From an optimization exercise on the open Yosys and OpenROAD flow, aimed at small area, a short achievable clock period and few clock cycles; shortcuts taken in it are not production practice.
Only simulation tests tie the RTL to the original design; equivalence was not proved.
Power figures rest on the tool's default switching activity, not on a simulated workload.

## v9
// buffet_top
module buffet_top (
    input  logic                  clk,
    input  logic                  nreset_i,
    input  logic                  push_valid_i,
    input  buffet_pkg::data_t     push_data_i,
    input  logic                  credit_req_i,
    output logic                  credit_valid_o,
    output buffet_pkg::count_t    credit_o,
    input  logic                  read_valid_i,
    input  buffet_pkg::read_req_t read_req_i,
    output logic                  read_ready_o,
    output logic                  read_data_valid_o,
    output buffet_pkg::data_t     read_data_o,
    input  logic                  read_data_ready_i,
    input  logic                  update_valid_i,
    input  buffet_pkg::idx_t      update_offset_i,
    input  buffet_pkg::data_t     update_data_i
);
Size: about 1,800 cells after synthesis, ~700 flip-flops, roughly 120 I/O pins.
clock: 4.4 ns
lec_check: 0
abc_clock_period_in_ps: 2200
cap_margin: 20
core_margin: 2
core_utilization: 40
cts_cluster_diameter: 100
cts_cluster_size: 30
setup_slack_margin: 2.2
slew_margin: 20
standard.sh (not shown) runs the stock make flow with config.mk's settings and CLKGATE_MAP_FILE= SYNTH_SCRIPT=/design/flow/synth_recipe.tcl, a recipe that flattens the netlist after the stock synthesis.
==> flow/flow/run.sh <==
#!/bin/bash
# The standard layout, with three changes to how it is made: adders
# are left to ABC as plain gates (no full/half adder cells), sizing may
# change a cell's footprint, and the port buffers are buf_4 cells.
# make's output goes to make.log; each ORFS step keeps its own log under
# orfs/logs
set -euo pipefail
bash standard.sh ADDER_MAP_FILE= MATCH_CELL_FOOTPRINT=0 \
    "BUFFER_PORTS_ARGS=-buffer_cell sky130_fd_sc_hd__buf_4" finish > make.log 2>&1
Testbench counts of v9, summed over its fixed seeds: cycles 9,660.
## Diff of input files: v10 against v9
Settings: swapping 100 for 80 in CTS_CLUSTER_DIAMETER; swapping 40 for 60 in CORE_UTILIZATION; swapping 30 for 24 in CTS_CLUSTER_SIZE.
Notes after the runs:
- Non-filler instance count after layout, v9 and v10: lower on v10
- Summary of the comparison: sequential share of layout area is higher in v10, relative to v9.
- On global-route usage, the lower figure sits with v9, not v10.
- Of v9 and v10, v10 shows the higher total number of H-tree levels, with v9 below it.
- Delta (v10 minus v9): total iterations of the first detailed-routing run picked up an extra 2, utilization after layout +22 points, clock-pin slew on the worst setup and hold paths moved down.
- v10 — final non-filler cell area about 2.3% lower, v9 as reference
Input-level comparison between v6 and v10:
Settings: a deleted CTS_CLUSTER_SIZE that had been 24; a change of SETUP_SLACK_MARGIN from 2.2 to 2.1; a change of CORE_UTILIZATION from 60 to 40; a deleted CTS_CLUSTER_DIAMETER that had been 80.
Findings:
Compared with v10, v6 shows a lower worst hold margin.
v6 — switching part of the total power 1.6 points lower, v10 as reference
Compared with v10, v6 shows a higher final area.
Number of buffers created by CTS in v6 vs v10: up 36
Placer congestion estimate: v6 vs v10, no meaningful difference
Diff v10 and v6: final critical delay including setup and external delays lower in v10
v6 — placed wire-length estimate after detailed placement 7.1% higher, v10 as reference
Die area, v6 vs v10: up by more than a quarter
Global-route usage delta for v6 relative to v10: 9.6 points lower
What v44 does differently from v6 at the input level:
Settings: swapping 2.1 for 2.2 in SETUP_SLACK_MARGIN; putting CTS_CLUSTER_DIAMETER at 100 where nothing was set; putting CTS_CLUSTER_SIZE at 20 where nothing was set.
==> comparison <==
Relative to v6, global routing usage on met2 has increased by 0.35 points in v44.
Area: v44 vs v6 -> v44 smaller
Power | v44 below v6
Every run in the comparison, v44 and v6, completed the flow with a clean layout.
After detailed routing, v6 needs less wire than v44.
v6 ended up with u_ram.mem[60] as its timing endpoint of the critical path; v44 ended up with u_ram.mem[393].
Here is what was changed in the inputs of v38 compared with v44.
Settings: a change of CTS_CLUSTER_SIZE from 20 to 24; a change of CTS_CLUSTER_DIAMETER from 100 to 80; a change of CORE_UTILIZATION from 40 to 75.
==> run summary <==
Against v44, v38 reports a peak supply drop that is higher. Compared with v44, v38 shows a higher via count. Register fraction of the total cell area, v38 and v44: smaller value in v44. Diff v38 and v44: hold slack lower in v44. Final weighted congestion in routability-driven placement (higher): v38. Final worst clock skew | v38 below v44. v38 vs v44: number of non-clock buffers down slightly.

== harbor ==
buffet_top, a different RTL version from the one above (not shown whole).
For scale: roughly 1,900 cells after synthesis, roughly 700 flip-flops, about 120 I/O pins, about 28,000 um^2 of cells after synthesis.
export LEC_CHECK = 0
export ABC_CLOCK_PERIOD_IN_PS = 2200
export CAP_MARGIN = 20
export CORE_MARGIN = 2
export CORE_UTILIZATION = 65
export CTS_CLUSTER_DIAMETER = 80
export CTS_CLUSTER_SIZE = 24
export SETUP_SLACK_MARGIN = 2.3
export SLEW_MARGIN = 20
create_clock -name core_clock -period 4.4 [get_ports {clk}]
Scripts as last shown in full above: flow/flow/run.sh
Testbench counts of harbor, summed over its fixed seeds: cycles 9,660.
> inputs changed (harbor -> lagoon)
# harbor
export LEC_CHECK = 0
export ABC_CLOCK_PERIOD_IN_PS = 2200
export CAP_MARGIN = 20
export CORE_MARGIN = 2
export CORE_UTILIZATION = 65
export CTS_CLUSTER_DIAMETER = 80
export CTS_CLUSTER_SIZE = 24
export SETUP_SLACK_MARGIN = 2.3
export SLEW_MARGIN = 20
create_clock -name core_clock -period 4.4 [get_ports {clk}]
# lagoon
export LEC_CHECK = 0
export ABC_CLOCK_PERIOD_IN_PS = 2200
export CAP_MARGIN = 20
export CORE_MARGIN = 2
export CORE_UTILIZATION = 70
export CTS_CLUSTER_DIAMETER = 80
export CTS_CLUSTER_SIZE = 24
export SETUP_SLACK_MARGIN = 2.25
export SLEW_MARGIN = 20
create_clock -name core_clock -period 4.4 [get_ports {clk}]
## What came out
Sequential share of layout area in lagoon is 0.50 points above harbor.
From harbor to lagoon the numbers moved as follows: first-pass GRT wire length decreased 0.54%; wire length the detailed router placed on met1 now smaller.
The following lists how garnet was set up differently from lagoon:
# lagoon
export LEC_CHECK = 0
export ABC_CLOCK_PERIOD_IN_PS = 2200
export CAP_MARGIN = 20
export CORE_MARGIN = 2
export CORE_UTILIZATION = 70
export CTS_CLUSTER_DIAMETER = 80
export CTS_CLUSTER_SIZE = 24
export SETUP_SLACK_MARGIN = 2.25
export SLEW_MARGIN = 20
create_clock -name core_clock -period 4.4 [get_ports {clk}]
# garnet
export LEC_CHECK = 0
export ABC_CLOCK_PERIOD_IN_PS = 2200
export CAP_MARGIN = 20
export CORE_MARGIN = 2
export CORE_UTILIZATION = 65
export CTS_CLUSTER_DIAMETER = 80
export CTS_CLUSTER_SIZE = 24
export SETUP_SLACK_MARGIN = 2.25
export SLEW_MARGIN = 20
create_clock -name core_clock -period 4.4 [get_ports {clk}]
==> flow/flow/run.sh <==
#!/bin/bash
# The standard layout, with three changes to how it is made: adders
# are left to ABC as plain gates (no full/half adder cells), sizing may
# change a cell's footprint, and the port buffers are buf_2 cells.
# make's output goes to make.log; each ORFS step keeps its own log under
# orfs/logs
set -euo pipefail
bash standard.sh ADDER_MAP_FILE= MATCH_CELL_FOOTPRINT=0 \
    "BUFFER_PORTS_ARGS=-buffer_cell sky130_fd_sc_hd__buf_2" finish > make.log 2>&1
### Flow results
- Diff lagoon -> garnet | multi-input gate share of total cell area | increase of 0.74 points
- garnet vs lagoon — share of cell area taken by flip-flops and latches dropped 0.27 points.
- Compared to lagoon, garnet has register-to-register slack 260 ps lower.
- lagoon ended up with flip-flop to output port as its critical path start-end classification; garnet ended up with flip-flop to flip-flop.
- Share of final layout cell area taken by non-clock buffers for garnet: 0.61 points down relative to lagoon
- Looking at number of placement rows, garnet sits about 4% above lagoon.

## P
RTL: one of the versions met above, not the one the previous note started from.
Size: about 1800 cells after synthesis, ~700 flip-flops, ~120 I/O pins, roughly 27000 um2 of cells after synthesis.
clock: 4.4 ns
lec_check: 0
abc_clock_period_in_ps: 2100
cap_margin: 20
core_margin: 2
core_utilization: 40
setup_slack_margin: 2.3
slew_margin: 20
==> flow/flow/run.sh <==
#!/bin/bash
# The standard layout, with three changes to how it is made: adders
# are left to ABC as plain gates (no full/half adder cells), sizing may
# change a cell's footprint, and the port buffers are buf_4 cells.
# make's output goes to make.log; each ORFS step keeps its own log under
# orfs/logs
set -euo pipefail
bash standard.sh ADDER_MAP_FILE= MATCH_CELL_FOOTPRINT=0 \
    "BUFFER_PORTS_ARGS=-buffer_cell sky130_fd_sc_hd__buf_4" finish > make.log 2>&1
Testbench counts of P, summed over its fixed seeds: cycles 9,660.
The following lists how Q was set up differently from P:
# P
export LEC_CHECK = 0
export ABC_CLOCK_PERIOD_IN_PS = 2100
export CAP_MARGIN = 20
export CORE_MARGIN = 2
export CORE_UTILIZATION = 40
export SETUP_SLACK_MARGIN = 2.3
export SLEW_MARGIN = 20
create_clock -name core_clock -period 4.4 [get_ports {clk}]
# Q
export LEC_CHECK = 0
export ABC_CLOCK_PERIOD_IN_PS = 2200
export CAP_MARGIN = 20
export CORE_MARGIN = 2
export CORE_UTILIZATION = 65
export CTS_CLUSTER_DIAMETER = 80
export CTS_CLUSTER_SIZE = 24
export SETUP_SLACK_MARGIN = 2.25
export SLEW_MARGIN = 20
create_clock -name core_clock -period 4.4 [get_ports {clk}]
[summary]
- Between Q and P, total met3 wirelength after detailed routing is higher for P, Q comes in under that.
- Relative to P, critical path depth increased by 4 in Q.
- ~same setup clock skew after layout in Q and P
[inputs] R vs Q
# Q
export LEC_CHECK = 0
export ABC_CLOCK_PERIOD_IN_PS = 2200
export CAP_MARGIN = 20
export CORE_MARGIN = 2
export CORE_UTILIZATION = 65
export CTS_CLUSTER_DIAMETER = 80
export CTS_CLUSTER_SIZE = 24
export SETUP_SLACK_MARGIN = 2.25
export SLEW_MARGIN = 20
create_clock -name core_clock -period 4.4 [get_ports {clk}]
# R
export LEC_CHECK = 0
export ABC_CLOCK_PERIOD_IN_PS = 2200
export CAP_MARGIN = 10
export CORE_MARGIN = 2
export CORE_UTILIZATION = 60
export CTS_CLUSTER_DIAMETER = 80
export CTS_CLUSTER_SIZE = 24
export SETUP_SLACK_MARGIN = 2.2
export SLEW_MARGIN = 10
create_clock -name core_clock -period 4.4 [get_ports {clk}]
[summary]
Minimum clock period delta for R relative to Q: 0.030 ns higher. Measured against each other, R and Q differ in worst setup skew after layout, the higher figure coming from Q. Every stage of the flow completed for R, and the final layout passed the timing, design-rule and antenna checks. Against Q, R comes in 0.2 points lower on clock network fraction of design power. Summary — final cell count without fillers, R relative to Q: higher, by 1.4%. R ended with more cell area after placement than Q.
Inputs modified between R and S:
# R
export LEC_CHECK = 0
export ABC_CLOCK_PERIOD_IN_PS = 2200
export CAP_MARGIN = 10
export CORE_MARGIN = 2
export CORE_UTILIZATION = 60
export CTS_CLUSTER_DIAMETER = 80
export CTS_CLUSTER_SIZE = 24
export SETUP_SLACK_MARGIN = 2.2
export SLEW_MARGIN = 10
create_clock -name core_clock -period 4.4 [get_ports {clk}]
# S
export LEC_CHECK = 0
export ABC_CLOCK_PERIOD_IN_PS = 2200
export CAP_MARGIN = 20
export CORE_MARGIN = 2
export CORE_UTILIZATION = 40
export CTS_CLUSTER_DIAMETER = 80
export CTS_CLUSTER_SIZE = 24
export SETUP_SLACK_MARGIN = 2.2
export SLEW_MARGIN = 20
create_clock -name core_clock -period 4.4 [get_ports {clk}]
==> comparison <==
S reports a higher height of the chip than R does.
Compared with R, S shows a ratio of total power to cell area that is 0.68% lower.
Diff R -> S: critical path depth decreased by 1 relative to the old numbers; number of buffers outside the clock class in the layout increased by 2.5% relative to the old numbers.

## re-timing with driven ports
The flow's constraints put no driver on any port. The routed layouts listed below were extracted and timed again, unchanged, in two steps.
Step 1 assumes that a clkbuf_16 drives the clock port and a buf_2 every other input.
Step 2 adds t to the input delays and takes it off the output delays; t is the mean of the earliest and latest rising clock arrival at the registers after step 1. Input paths then give back, and output paths get back, about the clock's delay inside the block.
Slacks: ideal / step 1 / step 2; pairs: ideal / step 1.
run | t, ns | slack for setup (ns) | worst setup path after step 2 | worst slew at a driven data input, ns | pins driven straight from the clock port
v9 | 0.675 | 2.075 / 2.075 / 1.574 | input to register | 0.09 | 1
v10 | 0.640 | 2.170 / 2.170 / 1.579 | input to register | 0.07 | 1
v6 | 0.664 | 2.082 / 2.082 / 1.514 | input to register | 0.10 | 1
v44 | 0.650 | 2.132 / 2.132 / 1.588 | input to register | 0.09 | 1
v38 | 0.613 | 2.111 / 2.111 / 1.579 | input to register | 0.09 | 1
harbor | 0.642 | 2.212 / 2.078 / 1.436 | input to register | 0.22 | 1
lagoon | 0.633 | 2.205 / 2.148 / 1.609 | input to register | 0.06 | 1
garnet | 0.649 | 1.948 / 1.948 / 1.463 | input to register | 0.08 | 1
P | 0.671 | 2.061 / 2.061 / 1.570 | input to register | 0.11 | 1
Q | 0.635 | 2.122 / 2.122 / 1.633 | input to register | 0.06 | 1
R | 0.629 | 2.092 / 2.092 / 1.615 | input to register | 0.07 | 1
S | 0.650 | 2.121 / 2.121 / 1.537 | input to register | 0.11 | 1
After both steps setup and hold are still met in every run listed. The setup slack of harbor, which loses most, moves by -0.134 ns with the drivers and by -0.776 ns with both steps.
